What follows belongs to an exercise in optimizing a design on an open flow for small area, a short achievable clock period and few clock cycles per item; a production flow would make more cautious choices. Only simulation tests tie the RTL to the original design; equivalence was not proved. No activity file was given, so power comes from the tool's default toggle rates.

## flow/run.sh

```bash
#!/bin/bash
# synth_recipe.tcl (not shown) runs the flow's synth.tcl, then flattens the netlist and writes it again
# the make line also repeats each setting of config.mk as NAME=value (left out here)
make -C /OpenROAD-flow-scripts/flow DESIGN_CONFIG=/design/flow/config.mk WORK_HOME=/design/flow/orfs CLKGATE_MAP_FILE= SYNTH_SCRIPT=/design/flow/synth_recipe.tcl finish
```

## flow/constraint.sdc

```tcl
create_clock -name core_clock -period 6.5 [get_ports {clk_i}]
set_input_delay 1.3000 -clock core_clock [delete_from_list [all_inputs] [get_ports {clk_i}]]
set_output_delay 1.3000 -clock core_clock [all_outputs]
set_load 0.01 [all_outputs]
```

## flow/design.v

```verilog
package rvx_pkg;
  localparam int unsigned XLEN      = 32;
  localparam int unsigned REG_IDX_W = 5;
  localparam logic [6:0] OPC_LUI    = 7'h37;
  localparam logic [6:0] OPC_AUIPC  = 7'h17;
  localparam logic [6:0] OPC_JAL    = 7'h6F;
  localparam logic [6:0] OPC_JALR   = 7'h67;
  localparam logic [6:0] OPC_BRANCH = 7'h63;
  localparam logic [6:0] OPC_OPIMM  = 7'h13;
  localparam logic [6:0] OPC_OP     = 7'h33;
  localparam logic [6:0] FN7_BASE = 7'h00;
  localparam logic [6:0] FN7_ALT  = 7'h20;
endpackage
module rvx_regfile (
  input  logic        clk_i,
  input  logic        clr_i,
  input  logic [4:0]  wr_idx_i,    
  input  logic [31:0] wr_data_i,
  input  logic [4:0]  rs1_i,
  input  logic [4:0]  rs2_i,
  output logic [31:0] rdata1_o,
  output logic [31:0] rdata2_o
);
  logic [31:1][31:0] mem;
  logic [31:0]       wdata;
  assign wdata = clr_i ? 32'd0 : wr_data_i;
  for (genvar r = 1; r < 32; r++) begin : g_row
    always_ff @(posedge clk_i) begin
      if (clr_i || (wr_idx_i == 5'(r))) begin
        mem[r] <= wdata;
      end
    end
  end
  always_comb begin
    rdata1_o = '0;
    rdata2_o = '0;
    for (int r = 1; r < 32; r++) begin
      rdata1_o = rdata1_o | ({32{rs1_i == 5'(r)}} & mem[r]);
      rdata2_o = rdata2_o | ({32{rs2_i == 5'(r)}} & mem[r]);
    end
  end
endmodule
module rvx_exec (
  input  logic [31:0] pc_i,
  input  logic [31:0] a_i,
  input  logic [31:0] b_i,
  input  logic [31:0] fwd_i,       
  input  logic        fwd_a_i,
  input  logic        fwd_b_i,
  input  logic [31:0] imm_pc_i,    
  input  logic        sub_i,
  input  logic        sh_left_i,
  input  logic        sh_arith_i,
  input  logic        sel_add_i,
  input  logic        sel_slt_i,
  input  logic        sel_sltu_i,
  input  logic        sel_sh_i,
  input  logic        sel_xor_i,
  input  logic        sel_or_i,
  input  logic        sel_and_i,
  input  logic        sel_pc4_i,
  input  logic        sel_tgt_i,
  input  logic        is_br_i,
  input  logic [2:0]  br_fn_i,
  input  logic        is_jal_i,
  input  logic        is_jalr_i,
  output logic [31:0] val_o,
  output logic [31:0] next_pc_o
);
  logic [31:0] a, b, bx, sum, pc4, tgt, sh_in, sh_out, sh_rev;
  logic [32:0] sum33;
  logic        lt, ltu, eq, take, cond;
  logic signed [32:0] sh_ext;
  assign a  = fwd_a_i ? fwd_i : a_i;
  assign b  = fwd_b_i ? fwd_i : b_i;
  assign bx = b ^ {32{sub_i}};
  assign sum33 = {1'b0, a} + {1'b0, bx} + {32'd0, sub_i};
  assign sum   = sum33[31:0];
  assign ltu   = !sum33[32];
  assign lt    = (a[31] ^ b[31]) ? a[31] : sum[31];
  assign eq    = (a == b);
  always_comb begin
    for (int i = 0; i < 32; i++) begin
      sh_in[i] = sh_left_i ? a[31-i] : a[i];
    end
    sh_ext = $signed({sh_arith_i & a[31], sh_in}) >>> b[4:0];
    for (int i = 0; i < 32; i++) begin
      sh_rev[i] = sh_ext[31-i];
    end
    sh_out = sh_left_i ? sh_rev : sh_ext[31:0];
  end
  assign pc4 = pc_i + 32'd4;
  assign tgt = pc_i + imm_pc_i;
  assign val_o = ({32{sel_add_i}}  & sum)
               | ({32{sel_slt_i}}  & {31'd0, lt})
               | ({32{sel_sltu_i}} & {31'd0, ltu})
               | ({32{sel_sh_i}}   & sh_out)
               | ({32{sel_xor_i}}  & (a ^ b))
               | ({32{sel_or_i}}   & (a | b))
               | ({32{sel_and_i}}  & (a & b))
               | ({32{sel_pc4_i}}  & pc4)
               | ({32{sel_tgt_i}}  & tgt);
  assign cond = br_fn_i[2] ? (br_fn_i[1] ? ltu : lt) : eq;
  assign take = is_br_i && (cond ^ br_fn_i[0]);
  always_comb begin
    if (is_jal_i || take) begin
      next_pc_o = tgt;
    end else if (is_jalr_i) begin
      next_pc_o = {sum[31:1], 1'b0};
    end else begin
      next_pc_o = pc4;
    end
  end
endmodule
module rv32i_integer_execute (
  input  logic        clk_i,
  input  logic        rst_ni,
  input  logic        instr_valid_i,
  output logic        instr_ready_o,
  input  logic [31:0] instr_data_i,
  input  logic        cfg_valid_i,
  output logic        cfg_ready_o,
  input  logic [31:0] cfg_data_i,
  output logic        result_valid_o,
  input  logic        result_ready_i,
  output logic [31:0] result_next_pc_o,
  output logic        result_reg_write_o,
  output logic [4:0]  result_dest_index_o,
  output logic [31:0] result_dest_value_o,
  output logic        result_exec_status_o
);
  logic        accept, fire, clr_q;
  logic        x_valid_q, out_valid_q;
  logic [31:0] d;
  logic [6:0]  opc, fn7;
  logic [2:0]  fn3;
  logic [4:0]  rd, rs1, rs2;
  logic        lui, auipc, jal, jalr, br, opimm, op, bad, wr, alu;
  logic        f7_base, f7_alt;
  logic [31:0] imm_i, imm_u, imm_b, imm_j, imm_pc;
  assign d     = instr_data_i;
  assign opc   = d[6:0];
  assign rd    = d[11:7];
  assign fn3   = d[14:12];
  assign rs1   = d[19:15];
  assign rs2   = d[24:20];
  assign fn7   = d[31:25];
  assign lui   = (opc == rvx_pkg::OPC_LUI);
  assign auipc = (opc == rvx_pkg::OPC_AUIPC);
  assign jal   = (opc == rvx_pkg::OPC_JAL);
  assign jalr  = (opc == rvx_pkg::OPC_JALR);
  assign br    = (opc == rvx_pkg::OPC_BRANCH);
  assign opimm = (opc == rvx_pkg::OPC_OPIMM);
  assign op    = (opc == rvx_pkg::OPC_OP);
  assign alu   = opimm || op;
  assign f7_base = (fn7 == rvx_pkg::FN7_BASE);
  assign f7_alt  = (fn7 == rvx_pkg::FN7_ALT);
  always_comb begin
    bad = !(lui || auipc || jal || jalr || br || opimm || op);
    if (jalr && (fn3 != 3'd0)) bad = 1'b1;
    if (br && (fn3[2:1] == 2'b01)) bad = 1'b1;
    if (opimm && (fn3 == 3'd1) && !f7_base) bad = 1'b1;
    if (opimm && (fn3 == 3'd5) && !f7_base && !f7_alt) bad = 1'b1;
    if (op && !f7_base && !f7_alt) bad = 1'b1;
    if (op && f7_alt && (fn3 != 3'd0) && (fn3 != 3'd5)) bad = 1'b1;
  end
  assign wr = !bad && !br && (rd != 5'd0);
  assign imm_i = {{20{d[31]}}, d[31:20]};
  assign imm_u = {d[31:12], 12'b0};
  assign imm_j = {{11{d[31]}}, d[31], d[19:12], d[20], d[30:21], 1'b0};
  assign imm_b = {{19{d[31]}}, d[31], d[7], d[30:25], d[11:8], 1'b0};
  assign imm_pc = jal ? imm_j : br ? imm_b : imm_u;
  assign cfg_ready_o   = 1'b1;
  assign fire          = x_valid_q && (!out_valid_q || result_ready_i);
  assign instr_ready_o = !x_valid_q || !out_valid_q || result_ready_i;
  assign accept        = instr_valid_i && instr_ready_o;
  logic [31:0] rf1, rf2, res_q, rd1, rd2;
  logic [4:0]  dest_q;
  logic        byp1, byp2;
  rvx_regfile u_regfile (
    .clk_i     (clk_i),
    .clr_i     (clr_q),
    .wr_idx_i  (dest_q),
    .wr_data_i (res_q),
    .rs1_i     (rs1),
    .rs2_i     (rs2),
    .rdata1_o  (rf1),
    .rdata2_o  (rf2)
  );
  assign byp1 = (rs1 == dest_q) && (dest_q != 5'd0);
  assign byp2 = (rs2 == dest_q) && (dest_q != 5'd0);
  assign rd1  = byp1 ? res_q : rf1;
  assign rd2  = byp2 ? res_q : rf2;
  logic [31:0] a_q, b_q, imm_pc_q;
  logic [4:0]  x_rd_q;
  logic        x_wr_q, x_bad_q, fwd_a_q, fwd_b_q, sub_q, sh_left_q, sh_arith_q;
  logic        sel_add_q, sel_slt_q, sel_sltu_q, sel_sh_q, sel_xor_q, sel_or_q, sel_and_q;
  logic        sel_pc4_q, sel_tgt_q, is_br_q, is_jal_q, is_jalr_q;
  logic [2:0]  br_fn_q;
  logic        fwd_hit1, fwd_hit2;
  assign fwd_hit1 = x_valid_q && x_wr_q && (x_rd_q == rs1);
  assign fwd_hit2 = x_valid_q && x_wr_q && (x_rd_q == rs2);
  always_ff @(posedge clk_i) begin
    if (accept) begin
      a_q        <= lui ? 32'd0 : rd1;
      b_q        <= (op || br) ? rd2 : lui ? imm_u : imm_i;
      fwd_a_q    <= fwd_hit1 && !lui;
      fwd_b_q    <= fwd_hit2 && (op || br);
      imm_pc_q   <= imm_pc;
      x_rd_q     <= wr ? rd : 5'd0;
      x_wr_q     <= wr;
      x_bad_q    <= bad;
      sub_q      <= br || (alu && fn3[2:1] == 2'b01) || (op && f7_alt && fn3 == 3'd0);
      sh_left_q  <= !fn3[2];
      sh_arith_q <= fn7[5];
      sel_add_q  <= wr && (lui || (alu && fn3 == 3'd0));
      sel_slt_q  <= wr && alu && (fn3 == 3'd2);
      sel_sltu_q <= wr && alu && (fn3 == 3'd3);
      sel_sh_q   <= wr && alu && (fn3[1:0] == 2'b01);
      sel_xor_q  <= wr && alu && (fn3 == 3'd4);
      sel_or_q   <= wr && alu && (fn3 == 3'd6);
      sel_and_q  <= wr && alu && (fn3 == 3'd7);
      sel_pc4_q  <= wr && (jal || jalr);
      sel_tgt_q  <= wr && auipc;
      is_br_q    <= br && !bad;
      br_fn_q    <= fn3;
      is_jal_q   <= jal;
      is_jalr_q  <= jalr && !bad;
    end
  end
  logic [31:0] val, next_pc, pc_q;
  rvx_exec u_exec (
    .pc_i       (pc_q),
    .a_i        (a_q),
    .b_i        (b_q),
    .fwd_i      (res_q),
    .fwd_a_i    (fwd_a_q),
    .fwd_b_i    (fwd_b_q),
    .imm_pc_i   (imm_pc_q),
    .sub_i      (sub_q),
    .sh_left_i  (sh_left_q),
    .sh_arith_i (sh_arith_q),
    .sel_add_i  (sel_add_q),
    .sel_slt_i  (sel_slt_q),
    .sel_sltu_i (sel_sltu_q),
    .sel_sh_i   (sel_sh_q),
    .sel_xor_i  (sel_xor_q),
    .sel_or_i   (sel_or_q),
    .sel_and_i  (sel_and_q),
    .sel_pc4_i  (sel_pc4_q),
    .sel_tgt_i  (sel_tgt_q),
    .is_br_i    (is_br_q),
    .br_fn_i    (br_fn_q),
    .is_jal_i   (is_jal_q),
    .is_jalr_i  (is_jalr_q),
    .val_o      (val),
    .next_pc_o  (next_pc)
  );
  logic wr_q, bad_q;
  always_ff @(posedge clk_i or negedge rst_ni) begin
    if (!rst_ni) begin
      clr_q       <= 1'b1;
      x_valid_q   <= 1'b0;
      out_valid_q <= 1'b0;
      dest_q      <= 5'd0;
      pc_q        <= 32'd0;
    end else begin
      clr_q <= 1'b0;
      if (accept) begin
        x_valid_q <= 1'b1;
      end else if (fire) begin
        x_valid_q <= 1'b0;
      end
      if (fire) begin
        out_valid_q <= 1'b1;
      end else if (result_ready_i) begin
        out_valid_q <= 1'b0;
      end
      if (fire) begin
        dest_q <= x_rd_q;
      end
      if (cfg_valid_i) begin
        pc_q <= cfg_data_i;
      end else if (fire) begin
        pc_q <= next_pc;
      end
    end
  end
  always_ff @(posedge clk_i) begin
    if (fire) begin
      res_q <= val;
      wr_q  <= x_wr_q;
      bad_q <= x_bad_q;
    end
  end
  assign result_valid_o       = out_valid_q;
  assign result_next_pc_o     = pc_q;
  assign result_reg_write_o   = wr_q;
  assign result_dest_index_o  = dest_q;
  assign result_dest_value_o  = res_q;
  assign result_exec_status_o = bad_q;
endmodule
```

## flow/config.mk

```make
export PLATFORM = sky130hd
export DESIGN_NAME = rv32i_integer_execute
export DESIGN_NICKNAME = rv32i_integer_execute
export VERILOG_FILES = /design/flow/design.v
export SDC_FILE = /design/flow/constraint.sdc
export NUM_CORES = 4
export LEC_CHECK = 0
export CAP_MARGIN = 20
export CORE_MARGIN = 2
export CORE_UTILIZATION = 40
export SLEW_MARGIN = 20
```

==> results of run 1 <==
## state kept, by name, summed over array words and instances (netlist names), 3 cells and up
| name | cells |
|---|---|
| br_fn_q | 3 |
| b_q | 32 |
| imm_pc_q | 31 |
| res_q | 32 |
| a_q | 32 |
| u_regfile.mem | 992 |
| x_rd_q | 5 |
| pc_q | 32 |
| dest_q | 5 |
## where the power goes
part / leakage, nW / internal, mW / switching [mW]
registers: 12.0 / 9.43 / 0.750
clock network: 2.19 / 4.60 / 3.34
logic: 10.2 / 1.48 / 3.12
total: 24.4 / 15.5 / 7.21
## synth_stat cells (37+ instances only)
| master | count | area [µm²] |
|---|---|---|
| a211oi_1 | 50 | 375 |
| a21o_1 | 53 | 398 |
| a21oi_1 | 140 | 701 |
| a221oi_1 | 276 | 2420 |
| a222oi_1 | 65 | 651 |
| a22o_1 | 266 | 2330 |
| a22oi_1 | 392 | 2940 |
| buf_1 | 44 | 165 |
| clkbuf_1 | 295 | 1110 |
| dfrtp_1 | 39 | 976 |
| edfxtp_1 | 1148 | 34500 |
| ha_1 | 126 | 1580 |
| inv_1 | 86 | 323 |
| mux2i_1 | 139 | 1390 |
| nand2_1 | 239 | 897 |
| nand3_1 | 118 | 591 |
| nand4_1 | 154 | 963 |
| nor2_1 | 202 | 758 |
| nor2b_1 | 56 | 350 |
| nor3_1 | 59 | 295 |
| o21ai_0 | 140 | 701 |
| xnor2_1 | 95 | 832 |
| xor2_1 | 37 | 324 |
## stage by stage
| stage | std cells | power (mW) |
|---|---|---|
| after floorplan | 4680 | 12.4 |
| after detailed placement | 6658 | 14.7 |
| after global routing | 6907 | 23.2 |
| after global placement | 6658 | 14.7 |
| final | 6925 | 22.7 |
| after CTS | 6898 | 22.4 |
## routing by layer
| layer | up-vias | track usage, % | routed length [µm] | part of all wire [%] |
|---|---|---|---|---|
| li1 | 19700 | - | - | - |
| met1 | 25500 | 46.5 | 102000 | 34 |
| met2 | 5691 | 55.8 | 125000 | 41 |
| met3 | 1658 | 16.5 | 48900 | 16 |
| met4 | 26 | 24.2 | 24800 | 8.2 |
| met5 | - | 0.287 | 328 | 0.11 |
## cells in the final DEF, fill, tap and decap left out, types with 16 or more instances in the layout
cell / instances
a21oi_1: 139
nor3_1: 59
and3_1: 16
clkdlybuf4s50_1: 139
clkbuf_16: 135
o21ai_0: 140
bufinv_16: 18
mux4_2: 34
inv_1: 85
a222oi_1: 65
nor2b_1: 54
nor2_1: 140
edfxtp_1: 1148
nand3_1: 118
dfrtp_1: 39
clkinv_2: 20
o211ai_1: 31
nand4_1: 154
mux2_2: 24
a221o_1: 27
o32ai_1: 27
nor4_1: 19
a22o_1: 266
a22oi_1: 392
o21ai_1: 19
nor2_4: 62
mux2i_1: 135
xor2_1: 37
a211oi_1: 50
nor3b_1: 20
ha_1: 126
nand2b_1: 26
clkinv_1: 19
buf_4: 252
a21o_1: 44
nand2_1: 239
diode_2: 21
a221oi_1: 276
xnor2_1: 95
clkbuf_1: 17
## area by class of cell
| cell class | count | area [µm²] |
|---|---|---|
| Antenna cell | 21 | 52.6 |
| Sequential cell | 1188 | 35500 |
| Clock inverter | 85 | 1060 |
| Inverter | 88 | 330 |
| Clock buffer | 155 | 3480 |
| Multi-Input combinational cell | 3048 | 23200 |
| Timing Repair Buffer | 410 | 3690 |
| Tap cell | 1930 | 2410 |
| Fill cell | 13000 | 78300 |
## worst max-delay path, cell delays in order (launching register included)
cell and delay (ps):
edfxtp_1 1050, buf_4 300, mux2i_4 320, buf_4 430, ha_1 330, nor4_1 660, nand4_1 210, nor3_1 480
nor2_1 140, a221oi_1 610, and3_4 640, mux2_1 380, a221o_1 310
## final timing paths
path | startpoint | to | slack [ps] | cells past startpoint
setup / recovery | fwd_b_q | pc_q[24] | 500 | 12
hold / removal | x_bad_q | bad_q | 430 | 0
setup reg to reg | fwd_b_q | pc_q[24] | 500 | 12
hold reg to reg | x_bad_q | bad_q | 430 | 0
max in group asynchronous | rst_ni | pc_q[6] | 5510 | 1
min in group asynchronous | rst_ni | x_valid_q | 520 | 1
## logic make-up (layout without fill, tap and decap cells)
| kind of cell | Yosys count | in the layout | share of synthesized area, % |
|---|---|---|---|
| AOI/OAI and AO/OA | 1618 | 1618 | 20.8 |
| DFF | 1188 | 1188 | 59.4 |
| and+or+nand+nor | 968 | 968 | 8.06 |
| buffers and inverters | 444 | 738 | 2.88 |
| muxes | 200 | 200 | 4.13 |
| xor gates and xnor gates | 132 | 132 | 1.94 |
| adders and majority gates | 128 | 128 | 2.71 |
| other | 2 | 23 | 0.0126 |
==> flow_summary.toml, run 1 <==
[floorplanning]
ioPinCount = 143
placementRows = 141
initial_core_util_pct = 40.3
die_h_um = 390
dieWidth_um = 390
fp.dieArea_um2 = 152000
core_um2 = 148000

[sta]
fin_skew_ps = 56.9
setup_viol = 0
holdWs_ps = 432
fmax_ghz = 0.167
finalCritPeriodShare_pct = 92.3
worstMarginPinSlew_ps = 1350
tns_ps = 0
rsz0062_at_grt = "no"
setup_slack_ps = 503
finalHoldViolCount = 0
period_needed_ps = 6000
slew_headroom_pct = 9.63
drv_slew = 0

[clock_tree]
cts_resized = 0
cts_made_buffers = 133
cts_tree = "built"
root_buffer = "clkbuf_16"
clock_sinks = 1188
holdBufCountCts = 0
cts_max_level = 4
cts_setup_buffers = 0
path_clk_slew_ps = 60
worstSkewPairLatency_ps = 810
clockBufferDepth = 3

[placed_design]
post-place-ws_ps = 712
dp_hpwl_um = 184000
gp_congestion = 1.01
io_buffers = 141
dpl-instance-area_um2 = 64900

[drt]
drtAntennaViolNets = 0
vias = 52600
first_pass_iters = 14
drtIter0Drc = 12600
wire_per_inst_um = 43.4
totalWireLength_um = 301000
drc = 0
routed_via_density = 7.59

[critical_path]
end_kind = "flop"
start_kind = "flop"
cp.arrival_ps = 6650
crit_type = "reg -> reg"
cp_max_fo = 35
cp_data_required_time_ps = 7150

[layout]
final_core_util_pct = 47.1
drive_gt1_share_pct = 13.5
design_area_um2 = 69700
nNetsFinal = 5066
syn2layout_area_growth_pct = 16.8

[logic_synthesis]
ys_seq_area_share_pct = 59.4
synth_top_flop_cell = "edfxtp_1"
syn_area_um2 = 59700
ys_warn_count = 3
synth_edf_count = 1148
syn_inst = 4680
synth_area_per_cell_um2 = 12.8
ys_async_sr_fraction_pct = 3.37
synth_seq_cells = 1188
ys_types = 76
synthesis.nets = 4877

[run_status]
outcome = "finished clean"

[global_route]
grt_max_degree = 123
grt_pass1_wl_um = 403000
grt_pass1_vias = 48600
overflow = 0
antenna_found_initial = 23
grtUsageTotal_pct = 38.3

[run]
cap_viol_max_count = 0

[power]
peakVddDrop_mv = 0.299
power_density_nw_per_um2 = 326
p_leak_nw = 24.4

[hold_path]
hold_path_class = "reg -> reg"
Testbench counts, summed over its fixed seeds: cycles 32,016, items 32,000.
==> inputs of run 2 (changes only) <==
--- a/flow/design.v
+++ b/flow/design.v
@@ -45,7 +45,4 @@
   input  logic [31:0] a_i,
   input  logic [31:0] b_i,
-  input  logic [31:0] fwd_i,       
-  input  logic        fwd_a_i,
-  input  logic        fwd_b_i,
   input  logic [31:0] imm_pc_i,    
   input  logic        sub_i,
@@ -72,6 +69,6 @@
   logic        lt, ltu, eq, take, cond;
   logic signed [32:0] sh_ext;
-  assign a  = fwd_a_i ? fwd_i : a_i;
-  assign b  = fwd_b_i ? fwd_i : b_i;
+  assign a  = a_i;
+  assign b  = b_i;
   assign bx = b ^ {32{sub_i}};
   assign sum33 = {1'b0, a} + {1'b0, bx} + {32'd0, sub_i};
@@ -192,7 +189,7 @@
   assign rd1  = byp1 ? res_q : rf1;
   assign rd2  = byp2 ? res_q : rf2;
-  logic [31:0] a_q, b_q, imm_pc_q;
+  logic [31:0] a_q, b_q, imm_pc_q, val, next_pc, pc_q;
   logic [4:0]  x_rd_q;
-  logic        x_wr_q, x_bad_q, fwd_a_q, fwd_b_q, sub_q, sh_left_q, sh_arith_q;
+  logic        x_wr_q, x_bad_q, sub_q, sh_left_q, sh_arith_q;
   logic        sel_add_q, sel_slt_q, sel_sltu_q, sel_sh_q, sel_xor_q, sel_or_q, sel_and_q;
   logic        sel_pc4_q, sel_tgt_q, is_br_q, is_jal_q, is_jalr_q;
@@ -203,8 +200,6 @@
   always_ff @(posedge clk_i) begin
     if (accept) begin
-      a_q        <= lui ? 32'd0 : rd1;
-      b_q        <= (op || br) ? rd2 : lui ? imm_u : imm_i;
-      fwd_a_q    <= fwd_hit1 && !lui;
-      fwd_b_q    <= fwd_hit2 && (op || br);
+      a_q        <= (fwd_hit1 && !lui) ? val : lui ? 32'd0 : rd1;
+      b_q        <= (fwd_hit2 && (op || br)) ? val : (op || br) ? rd2 : lui ? imm_u : imm_i;
       imm_pc_q   <= imm_pc;
       x_rd_q     <= wr ? rd : 5'd0;
@@ -229,12 +224,8 @@
     end
   end
-  logic [31:0] val, next_pc, pc_q;
   rvx_exec u_exec (
     .pc_i       (pc_q),
     .a_i        (a_q),
     .b_i        (b_q),
-    .fwd_i      (res_q),
-    .fwd_a_i    (fwd_a_q),
-    .fwd_b_i    (fwd_b_q),
     .imm_pc_i   (imm_pc_q),
     .sub_i      (sub_q),
--- a/flow/config.mk
+++ b/flow/config.mk
@@ -9,3 +9,4 @@
 export CORE_MARGIN = 2
 export CORE_UTILIZATION = 40
+export SETUP_SLACK_MARGIN = 3
 export SLEW_MARGIN = 20
==> run 2 against run 1 <==
Effect of this change: still clean; via count increased by 5.1%; global-route usage is 3.5 points higher; combinational power is about 10% higher; non-clock buffer count grew 261; synthesized cell count rose by 0.53%; sequential cell count shrank 2; critical path depth is 3 higher; routed wire length increased by 9.9%; maximum frequency is 46% higher; register-to-register slack improved by 1900 ps; clock skew increased by 24 ps; area after synthesis hardly changed; critical path type unchanged; largest power group unchanged; highest routed layer unchanged.
==> flow_summary.toml, run 2 <==
[sta]
fin_skew_ps = 81.3
rsz0062_at_grt = "yes"
worstMarginPinSlew_ps = 1300
tns_ps = 0
slew_headroom_pct = 13.5
finalCritPeriodShare_pct = 63.4
setup_viol = 0
period_needed_ps = 4120
drv_slew = 0
fmax_ghz = 0.243
finalHoldViolCount = 0

[drt]
wire_per_inst_um = 45.9
first_pass_iters = 20
vias = 55200
routed_via_density = 7.67
drtIter0Drc = 14300
drc = 0
totalWireLength_um = 330000
drtAntennaViolNets = 0

[layout]
design_area_um2 = 73800
regMostFlops = "u_regfile.mem"
nNetsFinal = 5352
final_cell_mix = "edfxtp_1 (1146), a22oi_1 (502), buf_4 (408)"
stdcell_count = 7201
syn2layout_area_growth_pct = 23.7
drive_gt1_share_pct = 22.2
layout_commonest_cell = "edfxtp_1"
largest_register_ffs = 992

[floorplanning]
fp.dieArea_um2 = 152000
die_h_um = 390
dieWidth_um = 390
placementRows = 141
core_um2 = 148000
ioPinCount = 143
initial_core_util_pct = 40.3

[global_route]
grt_max_degree = 121
overflow = 0
grtUsageTotal_pct = 41.8
grt_pass1_wl_um = 433000
antenna_found_initial = 25
grt_pass1_vias = 50600

[logic_synthesis]
synth_edf_count = 1146
yosys.area_share.simple_pct = 8.38
syn_area_um2 = 59700
synth_top_flop_cell = "edfxtp_1"
syn_inst = 4705
synth_top_family_by_area = "compound AO/OA/AOI/OAI gates"
synthAdderAreaFrac_pct = 2.71
ys_async_sr_fraction_pct = 3.37
ys_types = 91
synth_compound_area_share_pct = 21.0
synthTopCellsByCount = "edfxtp_1 (1146), a22oi_1 (505), clkbuf_1 (295), a22o_1 (221), nand2_1 (215)"
synthXorXnorAreaFrac_pct = 1.97
synth_most_common_cell = "edfxtp_1"
synthesis.nets = 4902
ys_seq_area_share_pct = 59.3
yosysTopAreaCellShare_pct = 57.7
synth_seq_cells = 1186
synth.top_cells.by_area = "edfxtp_1 (58%), a22oi_1 (6.4%), a22o_1 (3.2%), a221oi_1 (3.1%), ha_1 (2.6%)"
synth_area_per_cell_um2 = 12.7
synthMuxAreaShare_pct = 3.61
ys_warn_count = 3
synth.largest_area_cell = "edfxtp_1"

[critical_path]
reg2reg_depth = 15
cp_max_fo = 8
cp_slowest_cell = "a2111o_1"
timing.rr.start = "sub_q"
cp.arrival_ps = 4830
rrSetupSlack_ps = 2380
crit_chain = "buf_6 -> buf_12 -> xor2_1 -> ha_4 -> a21o_1 -> nand3_1 -> a31oi_1 -> or3_1 -> o211ai_1 -> a211o_1 -> a2111o_1 -> o211a_4 -> buf_12 -> mux2i_2 -> a221o_1"
reg2reg_to = "pc_q[25]"
cp_slowest_stage_delay_ps = 460
crit_type = "reg -> reg"
critPathTopFamily = "compound AO/OA/AOI/OAI gates"
crit_top_cell = "buf_12"
worst-path-buf-inv = 3
end_kind = "flop"
start_kind = "flop"
cp_data_required_time_ps = 7210

[power]
seqPwrFrac_pct = 44.8
power_density_nw_per_um2 = 308
clockPowerShare_pct = 33.0
p_switching_mw = 7.32
p_leak_nw = 26.3
p_int_mw = 15.4
combinationalPowerShare_pct = 22.3
peakVddDrop_mv = 0.239
p_sw_share_pct = 32.2

[placed_design]
io_buffers = 141
dpl-instance-area_um2 = 64900
dp.cells = 6655
gp_congestion = 1.03
dp_hpwl_um = 197000

[clock_tree]
path_clk_slew_ps = 60
root_buffer = "clkbuf_16"
clockBufferDepth = 3
cts_max_level = 4
clock_sinks = 1186
worstSkewPairLatency_ps = 850
cts_tree = "built"
cts_made_buffers = 132

[run_status]
outcome = "finished clean"

[hold_path]
hold_path_class = "reg -> reg"
hp-start = "x_bad_q"
hold_depth = 0
holdPathEnd = "bad_q"

[run]
cap_viol_max_count = 0
-- run 2: changes by cell type after synthesis, sizes merged, moves of 26 or more --
cell    change
a22o       -45
a21oi      +62
nand4      +30
o32ai      -27
a22oi     +113
xnor2      -27
a211oi     -39
nor3       +26
xor2       +29
a221oi     -63
mux2i      -70
-- run 2: how the worst max path moves through the flow --
stage	from	end	slack [ps]	depth (start not counted)
final	sub_q	pc_q[25]	2380	15
after global routing	sub_q	pc_q[8]	2360	16
after CTS	sub_q	pc_q[25]	2500	13
after detailed placement	instr_data_i[19]	a_q[14]	1140	10
after global placement	instr_data_i[19]	a_q[14]	1160	10
after floorplan	b_q[4]	pc_q[18]	2830	16
-- run 2: logic make-up (layout without fill, tap and decap cells) --
family / count (synthesis) / count (layout)
compound gates: 1656 / 1656
mux: 148 / 148
buf+inv: 459 / 1014
fa+ha+maj: 128 / 128
simple gates: 992 / 993
other cells: 2 / 12
flops: 1186 / 1186
xor+xnor: 134 / 134
-- run 2: layout make-up --
cell class / instances / area, µm²
fillers: 12700 / 74200
flip-flops and latches: 1186 / 35400
multi-input cells: 3061 / 24600
repair buffers: 671 / 6700
clock buffers: 154 / 3450
well taps: 1930 / 2410
clock inverters: 86 / 786
inverters: 103 / 393
diodes: 10 / 25.0
-- run 2: worst reg2reg max path, stage by stage (launching register included) --
cell      delay, ps
edfxtp_1        380
buf_6           170
buf_12          160
xor2_1          210
ha_4            380
a21o_1          190
nand3_1          90
a31oi_1         300
or3_1           240
o211ai_1        210
a211o_1         360
a2111o_1        460
o211a_4         240
buf_12          190
mux2i_2         150
a221o_1         310
-- run 2: stage by stage --
| stage | util, % | power [mW] | setup WS, ps | hold WS, ps |
|---|---|---|---|---|
| after global routing | 49.9 | 23.1 | 2360 | 446 |
| after global placement | 43.9 | 14.2 | 1160 | 404 |
| after floorplan | - | 12.1 | 2830 | 400 |
| after detailed placement | 43.9 | 14.2 | 1140 | 421 |
| final | 49.9 | 22.7 | 2380 | 433 |
| after CTS | 49.0 | 22.1 | 2500 | 434 |
-- run 2: power groups by stage --
stage / registers (mW) / logic, mW / clock network [mW]
3_3_place_gp: 10.3 / 3.86 / 0
5_1_grt: 10.2 / 5.15 / 7.74
4_1_cts: 10.1 / 4.55 / 7.46
3_5_place_dp: 10.3 / 3.87 / 0
6_report: 10.2 / 5.06 / 7.48
2_1_floorplan: 9.90 / 2.17 / 0
-- run 2: metal layers --
metal  track usage (%)  share of wire, %
met1              51.3                34
met2              58.0                39
met3              18.8                17
met4              29.6               9.7
met5             0.128             0.054
-- run 2: what timing repair did --
item                       4_1_cts  5_1_grt
gates resized for setup        270      135
pin swaps                      112       81
hold endpoints to repair         0        0
cloned                          10        4
setup endpoints to repair      146      127
setup buffers                  211       70
hold buffers                     0        0
Testbench counts of run 2, summed over its fixed seeds: cycles 32,016, items 32,000.

## re-timing with driven ports
No port has a modelled driver above. Below, the same layouts with a new extraction and two added sets of constraints.
Step 1: set_driving_cell puts a clkbuf_16 on clk_i and a buf_2 on each other input, an assumption about the parent block.
Step 2 adds t to the input delays and takes it off the output delays; t is the mean of the earliest and latest rising clock arrival at the registers after step 1. Input paths then give back, and output paths get back, about the clock's delay inside the block.
Three values: ideal ports, drivers, drivers and shift; two values: the first two.
run | t, ns | setup WS [ns] | worst setup path after step 2 | clock arrival spread, ns | pins driven straight from the clock port
run 1 | 0.867 | 0.503 / 0.503 / 0.503 | register to register | 0.059 / 0.058 | 1
run 2 | 0.887 | 2.381 / 2.381 / 1.849 | input to register | 0.084 / 0.085 | 1
After both steps every run listed still meets setup and hold. For run 2, which loses most, drivers alone change the setup slack by 0.000 ns; drivers and shift together by -0.532 ns.
